This design comes from an exercise in tuning for small area, a short achievable clock period and few clock cycles per item on the open sky130 flow, not from production work. RTL that was checked went through simulation tests only; none was proved equivalent to the original.

## before
==> flow/design.v <==
package div_pkg;
  typedef logic [16-1:0] operand_t;
  typedef logic [4-1:0] tag_t;
endpackage
`timescale 1ns/1ns
module divider_nr (
  input  logic              clk,
  input  logic              reset,
  input  logic              load,
  input  logic              release_i,
  input  div_pkg::tag_t     ld_tag,
  input  div_pkg::operand_t ld_dividend,
  input  div_pkg::operand_t ld_divisor,    
  input  logic [16:0]       ld_q,          
  input  logic [3:0]        ld_shift,
  output logic [3:0]        shift,
  output logic              busy,
  output logic              done,
  output logic              finishing,
  output div_pkg::tag_t     tag,
  output div_pkg::operand_t quotient,
  output div_pkg::operand_t remainder
);
  logic [15:0] r, d;
  logic [16:0] q;
  logic [16:0] diff;
  assign diff = {1'b0, r} - {1'b0, d};
  always_ff @(posedge clk) begin
    if (reset) begin
      busy <= 1'b0;
    end else if (load) begin
      busy <= 1'b1;
    end else if (release_i) begin
      busy <= 1'b0;
    end
  end
  logic [15:0] r_nx;
  logic [16:0] q_nx;
  assign r_nx = (q[16] | diff[16]) ? r : diff[15:0];
  assign q_nx = q[16] ? q : {q[15:0], ~diff[16]};
  always_ff @(posedge clk) begin
    if (load) begin
      r   <= ld_dividend;
      d   <= ld_divisor;
      q   <= ld_q;
      tag <= ld_tag;
      shift <= ld_shift;
    end else begin
      r <= r_nx;
      q <= q_nx;
      d <= d >> 1;
    end
  end
  assign done      = busy & q[16];
  assign finishing = busy & q[15] & ~q[16];
  assign quotient  = q[15:0];
  assign remainder = r;
endmodule
`timescale 1ns/1ns
module div_dispatch (
  input  logic              clk,
  input  logic              reset,
  input  logic              accept,
  input  div_pkg::tag_t     tag,
  input  div_pkg::operand_t dividend,
  input  div_pkg::operand_t divisor,
  input  logic              leave,
  output logic              s1_valid,
  output div_pkg::tag_t     s1_tag,
  output div_pkg::operand_t s1_dividend,
  output div_pkg::operand_t s1_divisor,
  output logic [4:0]        s1_nd,
  output logic [4:0]        s1_nv,
  output logic              s1_bypass,
  output logic              s1_div0,
  output logic              in_bypass
);
  function automatic [4:0] sig_bits(input [15:0] value);
    sig_bits = '0;
    for (int i = 0; i < 16; i++) begin
      if (value[i]) sig_bits = 5'(i + 1);
    end
  endfunction
  function automatic [15:0] fill(input [15:0] value);
    fill = value;
    for (int i = 14; i >= 0; i--) fill[i] = fill[i] | fill[i + 1];
  endfunction
  logic dv_zero, in_div0;
  assign dv_zero   = (divisor == '0);
  assign in_div0   = dv_zero & (dividend != '0);
  assign in_bypass = dv_zero | |(fill(divisor) & ~fill(dividend));
  always_ff @(posedge clk) begin
    if (reset) begin
      s1_valid <= 1'b0;
    end else if (accept) begin
      s1_valid <= 1'b1;
    end else if (leave) begin
      s1_valid <= 1'b0;
    end
  end
  always_ff @(posedge clk) begin
    if (accept) begin
      s1_tag      <= tag;
      s1_dividend <= dividend;
      s1_divisor  <= divisor;
      s1_nd       <= sig_bits(dividend);
      s1_nv       <= sig_bits(divisor);
      s1_bypass   <= in_bypass;
      s1_div0     <= in_div0;
    end
  end
endmodule
`timescale 1ns/1ns
module result_arbiter #(parameter int N = 4) (
  input  logic         clk,
  input  logic         reset,
  input  logic [N-1:0] cand,      
  input  logic [N-1:0] taken,     
  output logic [N-1:0] sel        
);
  logic [N-1:0] last;    
  logic [N-1:0] higher;  
  logic [N-1:0] cand_hi;
  logic [N-1:0] pick;
  logic [N-1:0] last_next;
  assign last_next = (|taken) ? taken : last;
  always_comb begin
    higher = '0;
    for (int i = 0; i < N; i++) begin
      for (int j = 0; j < N; j++) begin
        if (j < i && last_next[j]) higher[i] = 1'b1;
      end
    end
  end
  assign cand_hi = cand & higher;
  always_comb begin
    pick = '0;
    if (|cand_hi) begin
      for (int i = N - 1; i >= 0; i--) if (cand_hi[i]) pick = N'(1) << i;
    end else begin
      for (int i = N - 1; i >= 0; i--) if (cand[i]) pick = N'(1) << i;
    end
  end
  always_ff @(posedge clk) begin
    if (reset) begin
      last <= N'(1) << (N - 1);
      sel  <= '0;
    end else begin
      last <= last_next;
      sel  <= pick;
    end
  end
endmodule
`timescale 1ns/1ns
module result_store (
  input  logic              clk,
  input  logic              reset,
  input  logic              we,
  input  div_pkg::tag_t     wr_tag,
  input  logic [16:0]       wr_field,
  input  logic [3:0]        wr_len,
  input  logic              wr_div0,
  input  div_pkg::tag_t     rd_tag,
  output logic              rd_valid,
  output div_pkg::operand_t rd_quotient,
  output div_pkg::operand_t rd_remainder
);
  localparam int DEPTH = 1 << 4;
  logic [DEPTH-1:0] valid;
  logic [16:0]      f_mem [DEPTH];
  logic [3:0]       l_mem [DEPTH];
  logic             z_mem [DEPTH];
  logic [16:0]      f;
  logic [3:0]       l;
  logic             z;
  logic [16:0]      m;
  always_ff @(posedge clk) begin
    if (reset) begin
      valid    <= '0;
      rd_valid <= 1'b0;
    end else begin
      if (we) begin
        valid[wr_tag] <= 1'b1;
      end
      rd_valid <= valid[rd_tag];
    end
  end
  always_ff @(posedge clk) begin
    if (we) begin
      f_mem[wr_tag] <= wr_field;
      l_mem[wr_tag] <= wr_len;
      z_mem[wr_tag] <= wr_div0;
    end
  end
  always_ff @(posedge clk) begin
    f <= f_mem[rd_tag];
    l <= l_mem[rd_tag];
    z <= z_mem[rd_tag];
  end
  always_comb begin
    for (int j = 0; j < 17; j++) m[j] = (5'(j) <= {1'b0, l});
  end
  always_comb begin
    for (int j = 0; j < 16; j++) begin
      rd_quotient[j]  = m[j] & (z | f[j]);
      rd_remainder[j] = f[16 - j] & (z | ~m[16 - j]);
    end
  end
endmodule
`timescale 1ns/1ns
module div_cluster (
  input  logic              clk,
  input  logic              reset,
  input  logic              start,
  input  div_pkg::tag_t     tag,
  input  div_pkg::operand_t dividend,
  input  div_pkg::operand_t divisor,
  input  div_pkg::tag_t     rd_tag,
  output logic              ready,
  output logic              complete,
  output div_pkg::tag_t     complete_tag,
  output logic              rd_valid,
  output div_pkg::operand_t rd_quotient,
  output div_pkg::operand_t rd_remainder
);
  localparam int N = 5;
  logic              accept, leave;
  logic              s1_valid, s1_bypass, s1_div0, in_bypass;
  div_pkg::tag_t     s1_tag;
  div_pkg::operand_t s1_dividend, s1_divisor;
  logic [4:0]        s1_nd, s1_nv;
  logic [3:0]        s1_shift, byp_len;
  logic [N-1:0]      busy, done, finishing, eng_grant, avail, load;
  div_pkg::tag_t     e_tag [N];
  div_pkg::operand_t e_quo [N];
  div_pkg::operand_t e_rem [N];
  logic [3:0]        e_shift [N];
  div_pkg::operand_t ld_divisor;
  logic [16:0]       ld_q;
  logic              byp_grant, eng_job;
  logic              we;
  div_pkg::tag_t     w_tag;
  logic [16:0]       w_field;
  logic [3:0]        w_len;
  logic              w_div0;
  assign accept = start & ready;
  div_dispatch u_dispatch (
    .clk         (clk),
    .reset       (reset),
    .accept      (accept),
    .tag         (tag),
    .dividend    (dividend),
    .divisor     (divisor),
    .leave       (leave),
    .s1_valid    (s1_valid),
    .s1_tag      (s1_tag),
    .s1_dividend (s1_dividend),
    .s1_divisor  (s1_divisor),
    .s1_nd       (s1_nd),
    .s1_nv       (s1_nv),
    .s1_bypass   (s1_bypass),
    .s1_div0     (s1_div0),
    .in_bypass   (in_bypass)
  );
  assign s1_shift   = 4'(s1_nd - s1_nv);
  assign byp_len    = s1_div0 ? 4'(s1_nd - 5'd1) : 4'd0;
  assign ld_divisor = s1_divisor << s1_shift;
  assign ld_q       = 17'(1) << (4'd15 - s1_shift);
  for (genvar i = 0; i < N; i++) begin : g_eng
    divider_nr u_div (
      .clk         (clk),
      .reset       (reset),
      .load        (load[i]),
      .release_i   (eng_grant[i]),
      .ld_tag      (s1_tag),
      .ld_dividend (s1_dividend),
      .ld_divisor  (ld_divisor),
      .ld_q        (ld_q),
      .ld_shift    (s1_shift),
      .shift       (e_shift[i]),
      .busy        (busy[i]),
      .done        (done[i]),
      .finishing   (finishing[i]),
      .tag         (e_tag[i]),
      .quotient    (e_quo[i]),
      .remainder   (e_rem[i])
    );
  end
  logic [N-1:0] sel, cand_next;
  logic [2:0]   starve;
  logic         eng_first, any_sel;
  result_arbiter #(.N(N)) u_arbiter (
    .clk   (clk),
    .reset (reset),
    .cand  (cand_next),
    .taken (eng_grant),
    .sel   (sel)
  );
  assign any_sel   = |sel;
  assign eng_first = &starve;
  assign byp_grant = s1_valid & s1_bypass & ~(any_sel & eng_first);
  assign eng_grant = sel & {N{~byp_grant}};
  assign eng_job   = s1_valid & ~s1_bypass;
  assign avail     = ~busy | sel;
  always_comb begin
    load = '0;
    for (int i = N - 1; i >= 0; i--) begin
      if (avail[i]) load = N'(1) << i;
    end
    if (!eng_job) load = '0;
  end
  assign leave = byp_grant | (eng_job & |avail);
  function automatic [16:0] rev_rem(input [15:0] v);
    rev_rem = '0;
    for (int i = 0; i < 16; i++) rev_rem[16 - i] = v[i];
  endfunction
  always_comb begin
    w_tag   = '0;
    w_field = '0;
    w_len   = '0;
    w_div0  = 1'b0;
    for (int i = 0; i < N; i++) begin
      w_tag   = w_tag | (e_tag[i] & {4{eng_grant[i]}});
      w_field = w_field | (({1'b0, e_quo[i]} | rev_rem(e_rem[i])) & {17{eng_grant[i]}});
      w_len   = w_len | (e_shift[i] & {4{eng_grant[i]}});
    end
    if (byp_grant) begin
      w_tag   = s1_tag;
      w_field = rev_rem(s1_dividend);
      w_len   = byp_len;
      w_div0  = s1_div0;
    end
  end
  assign we = any_sel | byp_grant;
  logic [N-1:0] idle_next;
  logic         s1v_next, eng_ok_next, byp_ok_next;
  logic [2:0]   starve_next;
  assign idle_next   = ~load & (~busy | eng_grant);
  assign cand_next   = ~load & busy & ~eng_grant & (done | finishing);
  assign s1v_next    = accept | (s1_valid & ~leave);
  assign eng_ok_next = |idle_next | |cand_next;
  assign byp_ok_next = ~(|cand_next & (&starve_next));
  always_comb begin
    starve_next = starve;
    if (byp_grant && any_sel) starve_next = starve + 1'b1;
    else if (|eng_grant) starve_next = '0;
  end
  always_ff @(posedge clk) begin
    if (reset) begin
      ready        <= 1'b1;
      starve       <= '0;
      complete     <= 1'b0;
    end else begin
      ready        <= ~s1v_next | ((accept ? in_bypass : s1_bypass) ? byp_ok_next : eng_ok_next);
      starve       <= starve_next;
      complete     <= we;
    end
  end
  always_ff @(posedge clk) begin
    complete_tag <= w_tag;
  end
  result_store u_store (
    .clk          (clk),
    .reset        (reset),
    .we           (we),
    .wr_tag       (w_tag),
    .wr_field     (w_field),
    .wr_len       (w_len),
    .wr_div0      (w_div0),
    .rd_tag       (rd_tag),
    .rd_valid     (rd_valid),
    .rd_quotient  (rd_quotient),
    .rd_remainder (rd_remainder)
  );
endmodule
Settings: LEC_CHECK=0, ABC_AREA=1, CAP_MARGIN=20, CORE_MARGIN=2, CORE_UTILIZATION=40, CTS_CLUSTER_DIAMETER=70, CTS_CLUSTER_SIZE=24, SETUP_SLACK_MARGIN=2.8, SLEW_MARGIN=20, TNS_END_PERCENT=10; clock period 5.0 ns.
run.sh (not shown) runs the stock make flow with config.mk's settings and CLKGATE_MAP_FILE= SYNTH_SCRIPT=/design/flow/synth_recipe.tcl, a recipe that flattens the netlist after the stock synthesis.
Testbench counts of before, summed over its fixed seeds: cycles 2,218, items 2,048.
--- input diff before..after ---
--- a/flow/design.v
+++ b/flow/design.v
@@ -12,8 +12,6 @@
   input  div_pkg::operand_t ld_dividend,
   input  div_pkg::operand_t ld_divisor,    
   input  logic [16:0]       ld_q,          
-  input  logic [3:0]        ld_shift,
-  output logic [3:0]        shift,
   output logic              busy,
   output logic              done,
   output logic              finishing,
@@ -44,7 +42,6 @@
       d   <= ld_divisor;
       q   <= ld_q;
       tag <= ld_tag;
-      shift <= ld_shift;
     end else begin
       r <= r_nx;
       q <= q_nx;
@@ -234,7 +231,6 @@
   div_pkg::tag_t     e_tag [N];
   div_pkg::operand_t e_quo [N];
   div_pkg::operand_t e_rem [N];
-  logic [3:0]        e_shift [N];
   div_pkg::operand_t ld_divisor;
   logic [16:0]       ld_q;
   logic              byp_grant, eng_job;
@@ -242,6 +238,7 @@
   div_pkg::tag_t     w_tag;
   logic [16:0]       w_field;
   logic [3:0]        w_len;
+  div_pkg::operand_t w_quo;
   logic              w_div0;
   assign accept = start & ready;
   div_dispatch u_dispatch (
@@ -276,8 +273,6 @@
       .ld_dividend (s1_dividend),
       .ld_divisor  (ld_divisor),
       .ld_q        (ld_q),
-      .ld_shift    (s1_shift),
-      .shift       (e_shift[i]),
       .busy        (busy[i]),
       .done        (done[i]),
       .finishing   (finishing[i]),
@@ -317,12 +312,17 @@
   always_comb begin
     w_tag   = '0;
     w_field = '0;
+    w_quo   = '0;
     w_len   = '0;
     w_div0  = 1'b0;
     for (int i = 0; i < N; i++) begin
       w_tag   = w_tag | (e_tag[i] & {4{eng_grant[i]}});
-      w_field = w_field | (({1'b0, e_quo[i]} | rev_rem(e_rem[i])) & {17{eng_grant[i]}});
-      w_len   = w_len | (e_shift[i] & {4{eng_grant[i]}});
+      w_quo   = w_quo | (e_quo[i] & {16{eng_grant[i]}});
+      w_field = w_field | (rev_rem(e_rem[i]) & {17{eng_grant[i]}});
+    end
+    w_field = w_field | {1'b0, w_quo};
+    for (int j = 1; j < 16; j++) begin
+      if (w_quo[j]) w_len = 4'(j);
     end
     if (byp_grant) begin
       w_tag   = s1_tag;
--- outcome ---
Looking at total clock sinks across before and after, the one that comes out higher is before.
before reports its top layer reached by signal wires as met4 while after reports met5.
When the final numbers for before and after were put side by side, the actual transition at the worst max-transition pin turned out to be greater in after.
before → after: fraction of the core area covered by cells at the end of the flow dropped 0.56 points, multi-input combinational cell area shrank by 4.6%, wire length went down 1.8%.
after — post-route non-filler standard cell count about 4% lower, before as reference
No functional check of the RTL was part of after.

==> afterwards: timing with drivers on the ports <==
The results above use ideal ports. As a check the final layouts listed here were re-extracted and re-timed, cells and wires unchanged. Step 1, drivers: a clkbuf_16 drives clk and a buf_2 each remaining input, both assumed. Step 2, shift: input delay + t, output delay - t, t = (earliest + latest rising clock arrival at the registers) / 2. This alone moves slack from input paths to output paths. Slacks: no drivers / after step 1 / after step 2; pairs: no drivers / after step 1.
| run | shift t [ns] | setup WS [ns] | latest minus earliest clock arrival (ns) | worst register clock-pin slew, ns | cell pins on the clock port's net |
|---|---|---|---|---|---|
| before | 0.667 | 2.284 / 2.236 / 1.859 | 0.044 / 0.044 | 0.11 / 0.11 | 1 |
| after | 0.678 | 2.071 / 2.071 / 1.947 | 0.062 / 0.062 | 0.11 / 0.11 | 1 |
After both steps every run listed still meets setup and hold. For before, which loses most, drivers alone change the setup slack by -0.048 ns; drivers and shift together by -0.425 ns.
